What follows belongs to an exercise in optimizing a design on an open flow for small area, a short achievable clock period and few clock cycles per item; a production flow would make more cautious choices. Function was not checked in any run shown here: the RTL went through the layout flow alone.

==> flow/design.v, too long to show whole: its modules and the start of the top module <==
// module float_mul_pipe: 1393 lines
module float_mul_pipe #(
  parameter int E_BIT = 8,
  parameter int F_BIT = 23,
  parameter int TAG_W = 4
) (
  input  logic                 clk,
  input  logic                 rst,
  input  logic                 in_valid,
  output logic                 in_ready,
  input  logic [E_BIT+F_BIT:0] in_a,
  input  logic [E_BIT+F_BIT:0] in_b,
  input  logic [TAG_W-1:0]     in_tag,
  output logic                 out_valid,
  input  logic                 out_ready,
  output logic [E_BIT+F_BIT:0] out_p,
  output logic [TAG_W-1:0]     out_tag,
  output logic [3:0]           out_flags
);
  // ...
==> flow/run.sh <==
#!/bin/bash
# synth_recipe.tcl (not shown) runs the flow's synth.tcl, then flattens the netlist and writes it again
# the make line also repeats each setting of config.mk as NAME=value (left out here)
make -C /OpenROAD-flow-scripts/flow DESIGN_CONFIG=/design/flow/config.mk WORK_HOME=/design/flow/orfs CLKGATE_MAP_FILE= SYNTH_SCRIPT=/design/flow/synth_recipe.tcl finish
==> flow/config.mk <==
export PLATFORM = sky130hd
export DESIGN_NAME = float_mul_pipe
export DESIGN_NICKNAME = float_mul_pipe
export VERILOG_FILES = /design/flow/design.v
export SDC_FILE = /design/flow/constraint.sdc
export NUM_CORES = 4
export LEC_CHECK = 0
export CAP_MARGIN = 20
export CORE_MARGIN = 2
export CORE_UTILIZATION = 60
export SETUP_SLACK_MARGIN = 4.5
export SLEW_MARGIN = 20
==> flow/constraint.sdc <==
create_clock -name core_clock -period 8.0 [get_ports {clk}]
set_input_delay 1.6000 -clock core_clock [delete_from_list [all_inputs] [get_ports {clk}]]
set_output_delay 1.6000 -clock core_clock [all_outputs]
set_load 0.01 [all_outputs]
==> reports/metrics.csv, run 1 <==
stage;metric;value;unit
floorplanning;coreArea;43300;um2
layout;multi_input_comb_cells;1763;
synth;yosys.area.top_type;edfxtp_1;
layout;final_common_cell;edfxtp_1;
layout;multi_input_area_share;56.0;%
placed_design;pre_cts_slack;0.307;ns
detailed_routing;drt-total-wl;79500;um
global_route;grtUsageMet2;53.4;%
synth;ys_types;99;
floorplanning;rows;76;
global_route;grt_max_degree;97;
detailed_routing;topRoutingLayerUsed;met4;
sta;fin_crit;6.56;ns
status;status;no timing/DRC/antenna violations;
flow_run;cap_violations;0;
placed_design;dp_hpwl;49200;um
sta;rsz0062_at_grt;yes;
min_path;worst_hold_path_type;flip-flop to flip-flop;
synth;yosys_warnings;2;
placed_design;place_inst;3042;
layout;inv_count;244;
sta;slew_violations;0;
==> run 2, diff against run 1 <==
--- a/flow/config.mk
+++ b/flow/config.mk
@@ -8,5 +8,4 @@
 export CAP_MARGIN = 20
 export CORE_MARGIN = 2
 export CORE_UTILIZATION = 60
-export SETUP_SLACK_MARGIN = 4.5
 export SLEW_MARGIN = 20
==> reports/metrics.csv, run 2 <==
stage;metric;value;unit;change
layout;final_common_cell;a22oi_1;;
placed_design;placed_area;28100;um2;
detailed_routing;drtAntennaViolNets;0;;
layout;num-fill-cells;3338;;
synth;async_flop_share;1.83;%;
clock_network;cts_inserted_buffers;29;;
setup_path;crit_fanout;10;;
clock_network;cts_hold_buf;0;;
layout;reg_top3;r1_s x48, r1_c x47;;
synth;yosys.area.top_type;edfxtp_1;;
floorplanning;ios;114;;
global_route;grt_pass1_wl;112000;um;
sta;worstMarginPinSlew;1.24;ns;
placed_design;dp_hpwl;49100;um;-0.17%
layout;final_cell_area;29300;um2;
detailed_routing;wl_per_cell;23.1;um;
flow_run;cap_violations;0;;unchanged
setup_path;critPathKind;flip-flop to flip-flop;;
sta;hold_viol_final;0;;
floorplanning;die_w;214;um;
layout;largest_register;r1_s;;
sta;clock_skew;0.0192;ns;
floorplanning;start_util;61.1;%;
clock_network;cts_buffer_depth;3;;
clock_network;clk_pin_slew;0.06;ns;
global_route;grt_pass1_vias;20100;;
clock_network;clock_latency;0.60;ns;
placed_design;gp_congestion;0.915;;
clock_network;cts_tree;built;;
floorplanning;coreArea;43300;um2;unchanged
synth;ys_types;99;;unchanged
detailed_routing;drt-total-wl;71400;um;-10%
detailed_routing;drtIter0Drc;1905;;
synth;synth_top_area_share;30.4;%;
setup_path;cp_top_family;simple AND/OR/NAND/NOR gates;;
layout;largest_register_ff_count;48;;
synth;syn_area;26400;um2;
layout;regArea;8170;um2;
setup_path;crit_required;8.41;ns;
synth;synth_seq_cells;273;;
layout;num-nets-final;2949;;
placed_design;io_buffers;113;;
synth;synthTopCellsByArea;edfxtp_1 30%, fa_1 20%, xnor2_1 8.6%;;
layout;drive_above_1_share;7.53;%;
setup_path;critPathSlowestCell;or4_4;;
min_path;worst_hold_path_type;flip-flop to flip-flop;;
setup_path;setup.worst_path.end_class;flip-flop;;
detailed_routing;wl_met2;31700;um;
setup_path;startpoint_type;flip-flop;;
setup_path;arrival;8.00;ns;
layout;multiInputGateArea;16700;um2;
floorplanning;die_y;214;um;
global_route;antenna_found_initial;0;;
sta;maxSlewHeadroom;17.2;%;
layout;syn2layout_area_growth;10.8;%;
floorplanning;die_area;45800;um2;
synth;yosys_warnings;2;;unchanged
synth;syn_area_per_cell;10.8;um2;
sta;max_freq;132;MHz;
clock_network;htreeDepth;1;;
layout;final_cell_mix;269 x a22oi_1, 268 x edfxtp_1, 263 x fa_1;;
layout;instances_no_fill;3096;;
sta;finalCritPeriodShare;94.8;%;
global_route;grt_max_degree;94;;-3.1%
setup_path;max_stage_delay;0.61;ns;
sta;slew_violations;0;;unchanged
detailed_routing;remaining_drc_errors;0;;
status;status;no timing/DRC/antenna violations;;
placed_design;place_inst;3039;;-0.099%
setup_path;critical_path_buf_inv_count;1;;
synth;synth_edf_count;268;;
sta;whs;0.422;ns;
clock_network;clock_sinks;273;;
synth;yosysMostFrequentCell;a22oi_1;;
detailed_routing;wl_met3;7420;um;
detailed_routing;drt-met1-wl;28800;um;
synth;syn_nets;2918;;
sta;fin_crit;7.59;ns;+1.03 ns
detailed_routing;vias;19700;;
synth;seq_area_frac_synth;30.9;%;
floorplanning;rows;76;;unchanged
synth;synthCells;2459;;
synth;ys.flop_type;edfxtp_1;;
detailed_routing;first_pass_iters;6;;
detailed_routing;topRoutingLayerUsed;met4;;
clock_network;cts_root_buf;clkbuf_16;;
detailed_routing;viasPerCell;6.36;;
sta;setup_viol;0;;
synth;synthTopCellsByCount;269 x a22oi_1, 268 x edfxtp_1, 263 x fa_1;;
global_route;grtUsageTotal;31.0;%;
global_route;overflow;0;;
layout;diodes;0;;
## run 2: per-layer routing
metal  GRT usage (%)  up-vias
li1                -     8730
met1            41.1     9546
met2            49.4     1155
met3            7.19      253
met4            12.5        0
met5               0        -
## run 2: kinds of logic after synthesis
| kind of cell | after synthesis | share of synthesized area (%) |
|---|---|---|
| adder cells (fa/ha/maj) | 387 | 25.8 |
| flip-flops | 273 | 30.9 |
| AO/OA/AOI/OAI | 555 | 15.2 |
| multiplexers | 38 | 1.56 |
| AND/OR/NAND/NOR | 414 | 8.33 |
| buffers and inverters | 425 | 6.08 |
| XOR/XNOR | 367 | 12.2 |
## run 2: worst paths after layout
kind / slack [ns] / cells past startpoint / start / end
min in group asynchronous: 1.21 / 2 / rst / r_sv$_DFF_PP0_
max in group asynchronous: 6.55 / 2 / rst / r_rdy$_DFFE_PP1P_
hold / removal: 0.42 / 0 / r0_ex[6]$_DFFE_PN_ / r1_ex[6]$_DFFE_PN_
hold reg to reg: 0.42 / 0 / r0_ex[6]$_DFFE_PN_ / r1_ex[6]$_DFFE_PN_
setup reg to reg: 0.41 / 26 / r1_s[11]$_DFFE_PN_ / r_p[18]$_DFFE_PP_
setup / recovery: 0.41 / 26 / r1_s[11]$_DFFE_PN_ / r_p[18]$_DFFE_PP_
## run 2: area by class of cell
class                           count  share of cell area, %
Timing Repair Buffer              181                   5.85
Tap cell                          585                   2.50
Sequential cell                   273                   27.9
Clock buffer                       43                   2.86
Multi-Input combinational cell   1761                   57.0
Clock inverter                      9                  0.726
Inverter                          244                   3.15
## run 2: timing repair
action,in CTS,in global routing
setup endpoints to repair,0,34
setup buffers,0,1
resized for setup,0,7
## run 2: worst register-to-register path, cell delays in order (launching register included)
cell       delay (ns)
edfxtp_1         0.39
ha_1             0.39
a21oi_1          0.40
o21ai_2          0.14
a22oi_2          0.29
o211ai_1         0.18
a21oi_1          0.31
xnor2_2          0.18
ha_1             0.23
nand2_1          0.11
or3_1            0.36
o221ai_1         0.20
or3_2            0.20
nand4b_4         0.16
or4_4            0.56
or4_4            0.61
or2_1            0.27
o31ai_1          0.22
buf_4            0.17
and3_1           0.17
ha_1             0.31
a21o_1           0.18
o2bb2ai_1        0.21
nand2_1          0.12
nor2_1           0.43
nand2_1          0.31
o31ai_1          0.30
## run 2: stage by stage
step | util (%) | setup TNS (ns) | setup WS, ns
after global placement | 65.0 | 0 | 0.573
after global routing | 67.7 | -0.179 | -0.0399
after CTS | 67.5 | 0 | 0.360
final | 67.7 | 0 | 0.412
after detailed placement | 65.0 | 0 | 0.400
after floorplan | - | 0 | 0.157

-- port drivers added, routing unchanged --
How much do the figures lean on ideal ports? The routed layouts below were timed once more, with nothing changed but the port constraints. Step 1 assumes that a clkbuf_16 drives the clock port and a buf_2 every other input. Step 2, shift: input delay + t, output delay - t, t = (earliest + latest rising clock arrival at the registers) / 2. This alone moves slack from input paths to output paths. Three values: no drivers, after step 1, after step 2; two values: the first two.
run	shift t [ns]	slack for setup (ns)	worst setup path at the end	pins driven straight from the clock port
run 1	0.651	1.445 / 1.445 / 1.445	register to register	1
run 2	0.653	0.412 / 0.412 / 0.412	register to register	1
After both steps setup and hold are still met in every run listed.
